This is an optimization exercise on Yosys and OpenROAD, whose aim is small area and a short achievable clock period, not a production implementation.
In this exercise RTL edits were held to simulation tests only and were not proved equivalent to the original.
Power is estimated from default activity; no workload was simulated.

==> inputs of job 5498 <==
==> flow/design.v (excerpt) <==
module esm_instr_window #(
    parameter int bs = 16,
    parameter int IW = 32
) (
    input  logic                   clk,
    input  logic                   rst,
    input  logic                   in_valid,
    output logic                   in_ready,
    input  logic [IW-1:0]          in_instr,
    input  logic                   issue_req,
    input  logic [$clog2(bs)-1:0]  issue_index,
    output logic [0:bs-1]          independent_instr,
    output logic                   out_valid,
    output logic [IW-1:0]          out_instr,
    output logic [$clog2(bs)-1:0]  out_index,
    output logic                   issue_err,
    output logic [$clog2(bs):0]    occupancy
);
==> module esm_instr_window, before the edit <==
module esm_instr_window #(
    parameter int bs = 16,
    parameter int IW = 32
) (
    input  logic                   clk,
    input  logic                   rst,
    input  logic                   in_valid,
    output logic                   in_ready,
    input  logic [IW-1:0]          in_instr,
    input  logic                   issue_req,
    input  logic [$clog2(bs)-1:0]  issue_index,
    output logic [0:bs-1]          independent_instr,
    output logic                   out_valid,
    output logic [IW-1:0]          out_instr,
    output logic [$clog2(bs)-1:0]  out_index,
    output logic                   issue_err,
    output logic [$clog2(bs):0]    occupancy
);
    localparam int          IDXW = $clog2(bs);
    localparam int          OCW  = IDXW + 1;
    localparam int unsigned BSU  = bs;
    logic [bs-1:0]   valid;
    logic [IW-1:0]   instr [bs];
    logic [bs-1:0]   blk   [bs];
    logic [0:bs-1]   ind;
    logic [bs-1:0]   conf;
    logic [bs-1:0]   iss;
    logic [bs-1:0]   first_free;
    logic            do_ins;
    logic            accept;
    logic [OCW-1:0]  occ_inc;
    logic [OCW-1:0]  occ_dec;
    function automatic logic hazard(
        input logic [4:0] rd_o, input logic [4:0] rs1_o, input logic [4:0] rs2_o,
        input logic [4:0] rd_y, input logic [4:0] rs1_y, input logic [4:0] rs2_y
    );
        logic raw, waw, war;
        raw = (rd_o != 5'd0) && ((rd_o == rs1_y) || (rd_o == rs2_y));
        waw = (rd_y != 5'd0) && (rd_y == rd_o);
        war = (rd_y != 5'd0) && ((rd_y == rs1_o) || (rd_y == rs2_o));
        hazard = raw | waw | war;
    endfunction
    always_comb begin
        for (int unsigned j = 0; j < BSU; j++)
            conf[j] = valid[j] &
                      hazard(instr[j][11:7], instr[j][19:15], instr[j][24:20],
                             in_instr[11:7], in_instr[19:15], in_instr[24:20]);
    end
    always_comb begin
        for (int unsigned i = 0; i < BSU; i++) begin
            ind[i] = valid[i];
            for (int unsigned j = 0; j < BSU; j++)
                if (i != j && blk[i][j]) ind[i] = 1'b0;
        end
    end
    always_comb begin
        logic seen;
        seen = 1'b0;
        for (int unsigned k = 0; k < BSU; k++) begin
            first_free[k] = !valid[k] && !seen;
            if (!valid[k]) seen = 1'b1;
        end
    end
    assign in_ready = ~rst & ~occupancy[OCW-1];
    assign do_ins   = in_valid & in_ready;
    always_comb begin
        for (int unsigned j = 0; j < BSU; j++)
            iss[j] = issue_req && ind[j] && (issue_index == IDXW'(j));
    end
    assign accept   = |iss;
    assign occ_inc  = occupancy + OCW'(1);
    assign occ_dec  = occupancy - OCW'(1);
    always_ff @(posedge clk) begin
        for (int unsigned i = 0; i < BSU; i++) begin
            if (!valid[i]) instr[i] <= in_instr;
            for (int unsigned j = 0; j < BSU; j++)
                if (i != j)
                    blk[i][j] <= (valid[i] ? blk[i][j] : conf[j]) & ~iss[j];
        end
        if (rst) begin
            valid             <= '0;
            independent_instr <= '0;
            out_valid         <= 1'b0;
            out_instr         <= '0;
            out_index         <= '0;
            issue_err         <= 1'b0;
            occupancy         <= '0;
        end else begin
            independent_instr <= ind;
            out_valid         <= accept;
            issue_err         <= issue_req & ~accept;
            valid             <= (valid & ~iss) | (do_ins ? first_free : '0);
            if (accept) begin
                out_instr <= instr[issue_index];
                out_index <= issue_index;
            end
            occupancy <= ({OCW{do_ins & ~accept}} & occ_inc) |
                         ({OCW{accept & ~do_ins}} & occ_dec) |
                         ({OCW{do_ins ~^ accept}} & occupancy);
        end
    end
endmodule
Settings: LEC_CHECK=0, CAP_MARGIN=20, CORE_MARGIN=2, CORE_UTILIZATION=30, PLACE_DENSITY=0.5, SETUP_SLACK_MARGIN=4.0, SLEW_MARGIN=20; clock period 7.5 ns.
run.sh (not shown) runs the stock make flow with config.mk's settings and CLKGATE_MAP_FILE= SYNTH_SCRIPT=/design/flow/synth_recipe.tcl, a recipe that flattens the netlist after the stock synthesis.
==> job 6300: changes against job 5498 <==
--- a/flow/design.v
+++ b/flow/design.v
@@ -29,6 +29,4 @@
     logic            do_ins;
     logic            accept;
-    logic [OCW-1:0]  occ_inc;
-    logic [OCW-1:0]  occ_dec;
     function automatic logic hazard(
         input logic [4:0] rd_o, input logic [4:0] rs1_o, input logic [4:0] rs2_o,
@@ -64,11 +62,9 @@
     assign in_ready = ~rst & ~occupancy[OCW-1];
     assign do_ins   = in_valid & in_ready;
+    assign accept   = issue_req & ind[issue_index];
     always_comb begin
         for (int unsigned j = 0; j < BSU; j++)
-            iss[j] = issue_req && ind[j] && (issue_index == IDXW'(j));
+            iss[j] = accept && (issue_index == IDXW'(j));
     end
-    assign accept   = |iss;
-    assign occ_inc  = occupancy + OCW'(1);
-    assign occ_dec  = occupancy - OCW'(1);
     always_ff @(posedge clk) begin
         for (int unsigned i = 0; i < BSU; i++) begin
@@ -95,7 +91,9 @@
                 out_index <= issue_index;
             end
-            occupancy <= ({OCW{do_ins & ~accept}} & occ_inc) |
-                         ({OCW{accept & ~do_ins}} & occ_dec) |
-                         ({OCW{do_ins ~^ accept}} & occupancy);
+            case ({do_ins, accept})
+                2'b10:   occupancy <= occupancy + OCW'(1);
+                2'b01:   occupancy <= occupancy - OCW'(1);
+                default: ;
+            endcase
         end
     end
SETUP_SLACK_MARGIN = not set   (was 4.0)
==> qor summary <==
| item | job 5498 | job 6300 |
|---|---|---|
| Tightest hold margin | 0.467 ns | 0.459 ns |
| WL met1 | 62400 microns | 58500 microns |
| Clock share of power | 43.4% | 41.9% |
| # clk buffers | 130 | 113 |
| Capture point of the worst reg-to-reg path | occupancy[4]$_SDFF_PP0_ | occupancy[4]$_SDFFE_PP0P_ |
| Critical path destination | blk[5][4]$_DFF_P_ | occupancy[4]$_SDFFE_PP0P_ |
| Post-route cell area | 42900 sq um | 42100 sq um |
| Switching Fraction | 24.8% | 25.5% |
| Non-clock inverters | 28 | 24 |
| Maximum vdd drop | 0.000177 V | 0.000198 V |
| Part of the total power dissipated in combinational logic | 8.2% | 8.6% |
| Final Power | 10.6 mW | 10.4 mW |
| Sum of met3 wire segment lengths after detailed routing | 10600 microns | 10500 microns |
| Origin of the critical flop-to-flop path | blk[2][11]$_DFF_P_ | valid[3]$_SDFF_PP0_ |
| Critical path data arrival time | 4.17 ns | 6.04 ns |
| Max stage delay on crit path | 0.55 ns | 0.89 ns |
| DRC violation total after the first TritonRoute iteration | 3183 | 2721 |
| Placed instance area | 39000 sq um | 39300 sq um |
| Inst Count DP | 4655 | 4672 |
| Inserted Clock Buffers | 92 | 85 |
| Fraction of the yosys area taken by sequential cells | 59.0% | 59.2% |
| Sequential cell area share | 50.5% | 51.4% |
| Synthesized area per cell | 11.9 sq um | 11.7 sq um |
| Fraction of synthesized cell area taken by the top area cell type | 41.8% | 42.0% |
| Clock-cell share of area | 7.07% | 6.68% |
| Outcome | no timing/DRC/antenna violations | no timing/DRC/antenna violations |

==> afterwards: timing with drivers on the ports <==
How much do the figures lean on ideal ports? The routed layouts below were timed once more, with nothing changed but the port constraints. Step 1, drivers: a clkbuf_16 drives clk and a buf_2 each remaining input, both assumed. Step 2 moves the port delays by t, midway between the first and last clock arrival at a register: inputs arrive t later, outputs are due t later. That takes back most of the time a late clock gives input paths. a / b / c = ideal / step 1 / step 2; a / b = the first two.
| run | t, ns | setup slack, ns | latest minus earliest clock arrival (ns) |
|---|---|---|---|
| job 5498 | 0.746 | 3.927 / 3.939 / 3.223 | 0.034 / 0.034 |
| job 6300 | 0.732 | 1.988 / 2.021 / 1.289 | 0.029 / 0.028 |
After both steps setup and hold are still met in every run listed. For job 5498, which loses most, drivers alone change the setup slack by +0.012 ns; drivers and shift together by -0.704 ns.
